Source: an optimization exercise on an open RTL-to-GDS flow (aim: small area, a short achievable clock period and few clock cycles per item). Production flows keep margins and buffers that such runs may drop. Function was checked by simulation only, so behaviour that the tests miss may differ from the original.

$ cat flow/run.sh
#!/bin/bash
# synth_recipe.tcl (not shown) runs the flow's synth.tcl, then flattens the netlist and writes it again
# the make line also repeats each setting of config.mk as NAME=value (left out here)
make -C /OpenROAD-flow-scripts/flow DESIGN_CONFIG=/design/flow/config.mk WORK_HOME=/design/flow/orfs CLKGATE_MAP_FILE= SYNTH_SCRIPT=/design/flow/synth_recipe.tcl finish
$ cat flow/config.mk
export PLATFORM = sky130hd
export DESIGN_NAME = pid_mc_core
export DESIGN_NICKNAME = pid_mc_core
export VERILOG_FILES = /design/flow/design.v
export SDC_FILE = /design/flow/constraint.sdc
export NUM_CORES = 4
export LEC_CHECK = 0
export CAP_MARGIN = 20
export CORE_MARGIN = 2
export CORE_UTILIZATION = 40
export SLEW_MARGIN = 20
$ cat flow/constraint.sdc
create_clock -name core_clock -period 10.0 [get_ports {clk}]
set_input_delay 2.0000 -clock core_clock [delete_from_list [all_inputs] [get_ports {clk}]]
set_output_delay 2.0000 -clock core_clock [all_outputs]
set_load 0.01 [all_outputs]
$ cat flow/design.v
module pid_mc_chan #(
   parameter int W      = 16,
   parameter int IACC_W = 32
) (
   input  logic              clk,
   input  logic              rst_n,
   input  logic              cfg_we,
   input  logic [1:0]        cfg_sel,
   input  logic [W-1:0]      cfg_data,
   input  logic              clr,
   input  logic              wb,
   input  logic              i_we,
   input  logic [IACC_W-1:0] i_nxt,
   input  logic [W:0]        e_nxt,
   output logic [W-1:0]      kp,
   output logic [W-1:0]      ki,
   output logic [W-1:0]      kd,
   output logic [IACC_W-1:0] i_acc,
   output logic [W:0]        e_prev
);
   always_ff @(posedge clk or negedge rst_n) begin
      if (!rst_n) begin
         kp <= '0;
         ki <= '0;
         kd <= '0;
      end else if (cfg_we) begin
         case (cfg_sel)
            2'd0:    kp <= cfg_data;
            2'd1:    ki <= cfg_data;
            2'd2:    kd <= cfg_data;
            default: ;
         endcase
      end
   end
   always_ff @(posedge clk or negedge rst_n) begin
      if (!rst_n) begin
         i_acc  <= '0;
         e_prev <= '0;
      end else if (clr) begin
         i_acc  <= '0;
         e_prev <= '0;
      end else if (wb) begin
         e_prev <= e_nxt;
         if (i_we) i_acc <= i_nxt;
      end
   end
endmodule
module pid_mc_core #(
   parameter int                        W         = 16,
   parameter int                        FRAC      = 15,
   parameter int                        IACC_W    = 32,
   parameter int                        NCH       = 4,
   parameter logic signed [IACC_W-1:0]  I_ACC_MAX = 32'sh0FFFFFFF,
   parameter logic signed [IACC_W-1:0]  I_ACC_MIN = -32'sh10000000,
   parameter int                        DF_SHIFT  = 2,
   localparam int                       CH_W      = $clog2(NCH)
) (
   input  logic            clk,
   input  logic            rst_n,
   input  logic            in_valid,
   output logic            in_ready,
   input  logic [CH_W-1:0] in_ch,
   input  logic [W-1:0]    v_in,
   input  logic [W-1:0]    v_ref,
   input  logic            cfg_we,
   input  logic [CH_W-1:0] cfg_ch,
   input  logic [1:0]      cfg_sel,
   input  logic [W-1:0]    cfg_data,
   input  logic            ch_clr,
   input  logic [CH_W-1:0] ch_clr_id,
   output logic            out_valid,
   output logic [CH_W-1:0] out_ch,
   output logic [W-1:0]    u_out,
   output logic            u_sat
);
   localparam int MA_W = (IACC_W > W + 2) ? IACC_W : W + 2;
   localparam int PR_W = MA_W + W;
   localparam int S_W  = PR_W + 2;
   localparam int DW   = W + 2;
   localparam logic signed [S_W-1:0]    S_MAX = {{(S_W-W+1){1'b0}}, {(W-1){1'b1}}};
   localparam logic signed [S_W-1:0]    S_MIN = {{(S_W-W+1){1'b1}}, {(W-1){1'b0}}};
   localparam logic signed [IACC_W:0]   I_HI  = (IACC_W+1)'(I_ACC_MAX);
   localparam logic signed [IACC_W:0]   I_LO  = (IACC_W+1)'(I_ACC_MIN);
   typedef enum logic [2:0] {IDLE, MP, MI, MD, SUM} state_t;
   state_t state, state_nxt;
   logic                         ch_ok, acc, wb;
   logic signed [W:0]            e_in;
   logic [CH_W-1:0]              ch_q;
   logic signed [W:0]            e_q, ep_q;
   logic signed [W-1:0]          kp_q, ki_q, kd_q;
   logic signed [IACC_W-1:0]     ia_q;
   logic signed [PR_W-1:0]       p_q, i_q, d_q;
   logic signed [DW-1:0]         diff, dsel;
   logic signed [MA_W-1:0]       mul_a;
   logic signed [W-1:0]          mul_b;
   logic signed [PR_W-1:0]       mul_p, mul_sh;
   logic signed [S_W-1:0]        s_sum;
   logic                         s_hi, s_lo, sat, aw_hold;
   logic [W-1:0]                 u_n;
   logic signed [IACC_W:0]       i_sum;
   logic [IACC_W-1:0]            i_nxt;
   logic [NCH-1:0][W-1:0]        kp_a, ki_a, kd_a;
   logic [NCH-1:0][IACC_W-1:0]   ia_a;
   logic [NCH-1:0][W:0]          ep_a;
   generate
      if (NCH == (1 << CH_W)) begin : g_ch_full
         assign ch_ok = 1'b1;
      end else begin : g_ch_part
         assign ch_ok = (in_ch < CH_W'(NCH));
      end
   endgenerate
   assign acc  = in_valid && in_ready;
   assign e_in = $signed({v_ref[W-1], v_ref}) - $signed({v_in[W-1], v_in});
   assign wb   = (state == SUM);
   always_ff @(posedge clk or negedge rst_n) begin
      if (!rst_n) state <= IDLE;
      else        state <= state_nxt;
   end
   always_comb begin
      state_nxt = state;
      case (state)
         IDLE:    if (acc && ch_ok) state_nxt = MP;
         MP:      state_nxt = MI;
         MI:      state_nxt = MD;
         MD:      state_nxt = SUM;
         SUM:     state_nxt = IDLE;
         default: state_nxt = IDLE;
      endcase
   end
   always_ff @(posedge clk or negedge rst_n) begin
      if (!rst_n) in_ready <= 1'b0;
      else        in_ready <= (state_nxt == IDLE);
   end
   assign dsel = diff;
   always_ff @(posedge clk or negedge rst_n) begin
      if (!rst_n) begin
         ch_q <= '0;
         e_q  <= '0;
         ep_q <= '0;
         kp_q <= '0;
         ki_q <= '0;
         kd_q <= '0;
         ia_q <= '0;
      end else if (acc && ch_ok) begin
         ch_q <= in_ch;
         e_q  <= e_in;
         ep_q <= ep_a[in_ch];
         kp_q <= kp_a[in_ch];
         ki_q <= ki_a[in_ch];
         kd_q <= kd_a[in_ch];
         ia_q <= ia_a[in_ch];
      end
   end
   assign diff = DW'(e_q) - DW'(ep_q);
   always_comb begin
      mul_a = '0;
      mul_b = '0;
      case (state)
         MP: begin mul_a = MA_W'(e_q);  mul_b = kp_q; end
         MI: begin mul_a = MA_W'(ia_q); mul_b = ki_q; end
         MD: begin mul_a = MA_W'(dsel); mul_b = kd_q; end
         default: ;
      endcase
   end
   assign mul_p  = PR_W'(mul_a) * PR_W'(mul_b);
   assign mul_sh = mul_p >>> FRAC;
   always_ff @(posedge clk or negedge rst_n) begin
      if (!rst_n) begin
         p_q <= '0;
         i_q <= '0;
         d_q <= '0;
      end else begin
         if (state == MP) p_q <= mul_sh;
         if (state == MI) i_q <= mul_sh;
         if (state == MD) d_q <= mul_sh;
      end
   end
   assign s_sum = S_W'(p_q) + S_W'(i_q) + S_W'(d_q);
   assign s_hi  = (s_sum > S_MAX);
   assign s_lo  = (s_sum < S_MIN);
   assign sat   = s_hi || s_lo;
   assign u_n   = s_hi ? {1'b0, {(W-1){1'b1}}} :
                  s_lo ? {1'b1, {(W-1){1'b0}}} : s_sum[W-1:0];
   assign aw_hold = sat && (e_q[W] == s_sum[S_W-1]);
   assign i_sum   = (IACC_W+1)'(ia_q) + (IACC_W+1)'(e_q);
   assign i_nxt   = (i_sum > I_HI) ? I_ACC_MAX :
                    (i_sum < I_LO) ? I_ACC_MIN : i_sum[IACC_W-1:0];
   always_ff @(posedge clk or negedge rst_n) begin
      if (!rst_n) begin
         out_valid <= 1'b0;
         u_out     <= '0;
         out_ch    <= '0;
         u_sat     <= 1'b0;
      end else begin
         out_valid <= wb;
         if (wb) begin
            u_out  <= u_n;
            out_ch <= ch_q;
            u_sat  <= sat;
         end
      end
   end
   for (genvar c = 0; c < NCH; c++) begin : g_ch
      pid_mc_chan #(.W(W), .IACC_W(IACC_W)) u_ch (
         .clk      (clk),
         .rst_n    (rst_n),
         .cfg_we   (cfg_we && (cfg_ch == CH_W'(c))),
         .cfg_sel  (cfg_sel),
         .cfg_data (cfg_data),
         .clr      (ch_clr && (ch_clr_id == CH_W'(c))),
         .wb       (wb && (ch_q == CH_W'(c))),
         .i_we     (!aw_hold),
         .i_nxt    (i_nxt),
         .e_nxt    (e_q),
         .kp       (kp_a[c]),
         .ki       (ki_a[c]),
         .kd       (kd_a[c]),
         .i_acc    (ia_a[c]),
         .e_prev   (ep_a[c])
      );
   end
endmodule
==> flow_summary.ini <==
[timing]
post-route-period-util = 0.933
slew_headroom = 0.254
clock.fmax_mhz = 107
fin_tns_setup_ns = 0
finalHoldViolCount = 0
setup_violations = 0
fin_worst_skew_ns = 0.0517
tightestPinTransition_ns = 1.12
slew_violations = 0
rsz0062_at_grt = false
layout_min_cycle_time_ns = 9.33

[place]
portBuffers = 81
dp_hpwl_um = 96200
gp_congestion = 0.919

[route]
vias_per_cell = 5.39
wl_met2_um = 59800
drc_errors = 0
drtIter0Drc = 2575
via_count = 35100
dr_wl_met3_um = 8410
highest_layer = met4
firstDrtPassIters = 5
ant_nets = 0
wl_met1_um = 60300
drt_wl_total_um = 132000
wl_per_cell_um = 20.2

[setup_path]
critical_path_class = flip-flop to flip-flop
setup.worst_path.end_class = flip-flop
reg2reg_to = d_q[32]$_DFFE_PN0N_
crit_top_cell = fa_1
crit_fanout = 5
reg2reg_depth = 40
cp-start-kind = flip-flop
critical-path-max-stage-delay_ns = 0.54
r2r-start = e_q[0]$_DFFE_PN0P_
cp.arrival_ns = 9.85
worst-path-buf-inv = 8
critPathTopFamily = adder cells
reg2reg_slack_ns = 0.67
worstPathRequired_ns = 10.52
critical_path.slowest_cell = fa_1

[synthesis]
async_flop_share = 1.00
synth_nets = 5607
ys_seq_area_frac = 0.319
ys_warn_count = 2
synth_ff_type = dfrtp_1
synth_edf_count = 0
syn_area_um2 = 49200
syn_avg_cell_area_um2 = 10.2
ys_ff_latch = 627
synth.distinct_cells = 85
postSynthCellCount = 4815

[floorplan]
die_width_um = 355
pin_count = 82
core_um2 = 122000
dieHeight_um = 355
die-area_um2 = 126000
start_util = 0.403
num_rows = 128

[grt]
antenna_found_initial = 0
grt-ovfl-total = 0
grt_pass1_wl_um = 213000
grt_max_degree = 129
grtUsageTotal = 0.215
grt_pass1_vias = 36700

[clock_network]
cts_tree = built
clkTransAtPathRegs_ns = 0.06
cts_root_buf = clkbuf_16
clk_latency_ns = 0.69
cts_made_buffers = 71
htreeDepth = 3
clock_sinks = 627
cts_buffer_depth = 3
post-cts-setup-buffer-count = 0

[min_path]
hold_depth = 2
hold_start = u_sat$_DFFE_PN0P_
min_path_type = flip-flop to flip-flop
whs_endpoint = u_sat$_DFFE_PN0P_

[final_layout]
syn_to_final_growth_pct = 10.7
drive_gt1_frac = 0.140
diodes = 0
fin_nets = 5637
final_core_util = 0.447

[flow_run]
max-cap-violations = 0

[run_status]
status = finished clean
[metal layers]
layer / up-vias / global-route usage
li1: 15900 / -
met1: 18000 / 0.303
met2: 1024 / 0.339
met3: 209 / 0.0410
met4: 0 / 0.0561
met5: - / 0
[synthesized netlist by cell type (6+ instances only)]
cell	n	share of area
a211o_1	6	0.0011
a211oi_1	63	0.0096
a21boi_0	12	0.0018
a21o_1	55	0.0084
a21oi_1	216	0.022
a22oi_1	6	0.00091
a31oi_1	16	0.0020
and2_1	11	0.0014
and3_1	18	0.0023
buf_1	22	0.0017
buf_2	17	0.0017
buf_6	6	0.0014
clkbuf_1	196	0.015
dfrtp_1	627	0.32
fa_1	522	0.21
ha_1	209	0.053
inv_1	553	0.042
mux2_2	290	0.066
mux2i_1	76	0.015
mux4_2	97	0.044
nand2_1	629	0.048
nand2b_1	19	0.0024
nand3_1	63	0.0064
nand3b_1	6	0.00091
nand4_1	13	0.0017
nor2_1	480	0.037
nor2b_1	20	0.0025
nor3_1	42	0.0043
nor3b_1	6	0.00091
o211ai_1	12	0.0018
o21a_1	49	0.0075
o21ai_0	207	0.021
o21bai_1	13	0.0020
o31ai_1	14	0.0021
or2_2	13	0.0017
or3_1	11	0.0014
xnor2_1	67	0.012
xor2_1	42	0.0075
[worst max-delay path by stage]
stage | start | cells after the start | slack [ns] | end
global placement | e_q[0]$_DFFE_PN0P_ | 40 | 0.67 | p_q[32]$_DFFE_PN0N_
CTS | e_q[0]$_DFFE_PN0P_ | 40 | 0.42 | d_q[32]$_DFFE_PN0N_
global route | e_q[0]$_DFFE_PN0P_ | 39 | 0.07 | d_q[32]$_DFFE_PN0N_
finish | e_q[0]$_DFFE_PN0P_ | 40 | 0.67 | d_q[32]$_DFFE_PN0N_
floorplan | e_q[0]$_DFFE_PN0P_ | 37 | 0.98 | d_q[32]$_DFFE_PN0N_
detailed placement | e_q[0]$_DFFE_PN0P_ | 40 | 0.50 | i_q[32]$_DFFE_PN0N_
[logic make-up after synthesis]
group                    synth area share
flip-flops                          0.319
buffers and inverters              0.0625
adder cells (fa/ha/maj)             0.265
AO/OA/AOI/OAI                      0.0946
multiplexers                        0.126
AND/OR/NAND/NOR                     0.113
XOR/XNOR                           0.0194
[timing repair]
item,in CTS,in global routing
endpoints found under the hold margin,0,0
endpoints found under the setup margin,0,23
hold buffers,0,0
gates resized for setup,0,7
[metrics by stage]
stage | worst slack [ns] | std cells | hold slack (ns) | area [um2]
6_report | 0.673 | 6521 | 0.475 | 54500
5_1_grt | 0.0672 | 6521 | 0.497 | 54500
4_1_cts | 0.421 | 6521 | 0.481 | 54500
3_5_place_dp | 0.500 | 6397 | 0.466 | 52100
3_3_place_gp | 0.673 | 6396 | 0.453 | 52100
2_1_floorplan | 0.981 | 4815 | 0.450 | 49200
[cell type report]
type	count	area [um2]
Clock inverter	26	358
Sequential cell	627	15700
Multi-Input combinational cell	3388	30600
Tap cell	1625	2030
Timing Repair Buffer	200	1750
Clock buffer	98	2020
Inverter	557	2090
Fill cell	11500	67500
[cells in the final DEF (no fill, tap or decap), drive strengths merged, types with 13 or more instances in the layout]
master and n:
xnor2 67, fa 522, buf 122, nor3 42
mux2 290, nand3 63, nand2b 19, o31ai 15
o21bai 13, a21oi 219, clkdlybuf4s50 78, clkinv 20
nor2b 20, ha 209, dfrtp 627, mux2i 76
nor2 480, o21ai 212, clkbuf 98, mux4 97
a211oi 67, a21o 55, and3 18, or2 13
inv 558, nand4 13, nand2 629, xor2 42
o21a 49, a31oi 17
[registers in the layout, indices dropped and copies added (netlist names)]
name,cells
ch_q,2
d_q,33
e_q,17
ep_q,17
g_ch.u_ch.e_prev,68
g_ch.u_ch.i_acc,128
g_ch.u_ch.kd,64
g_ch.u_ch.ki,64
g_ch.u_ch.kp,64
i_q,33
ia_q,32
in_ready,1
kd_q,16
ki_q,16
kp_q,16
out_ch,2
out_valid,1
p_q,33
state,3
u_out,16
u_sat,1
[worst min-delay path, cell delays in order (launching register included)]
cell	delay, ns
dfrtp_1	0.34
nand2_1	0.05
nand2_1	0.05
Testbench counts, summed over its fixed seeds: cycles 24,008, items 4,800.

-- port drivers added, routing unchanged --
Ports are ideal in the flow. The routed layout listed here was re-timed in OpenROAD.
Step 1: set_driving_cell puts a clkbuf_16 on clk and a buf_2 on each other input, an assumption about the parent block.
Step 2 times the ports against the registers' clock, not the clock port: input delays grow and output delays shrink by t, the midpoint of the rising clock arrivals with the driver on.
a / b / c = ideal ports / drivers / drivers and shift; a / b = the first two.
t, ns: 0.727
slack for setup (ns): 0.673 / 0.673 / 0.673
hold slack, ns: 0.475 / 0.475 / 0.475
worst setup path at the end: register to register
worst data-port slew with drivers (ns): 0.06
After both steps this run still meets setup and hold. The setup slack of this run moves by 0.000 ns with the drivers and by 0.000 ns with both steps.
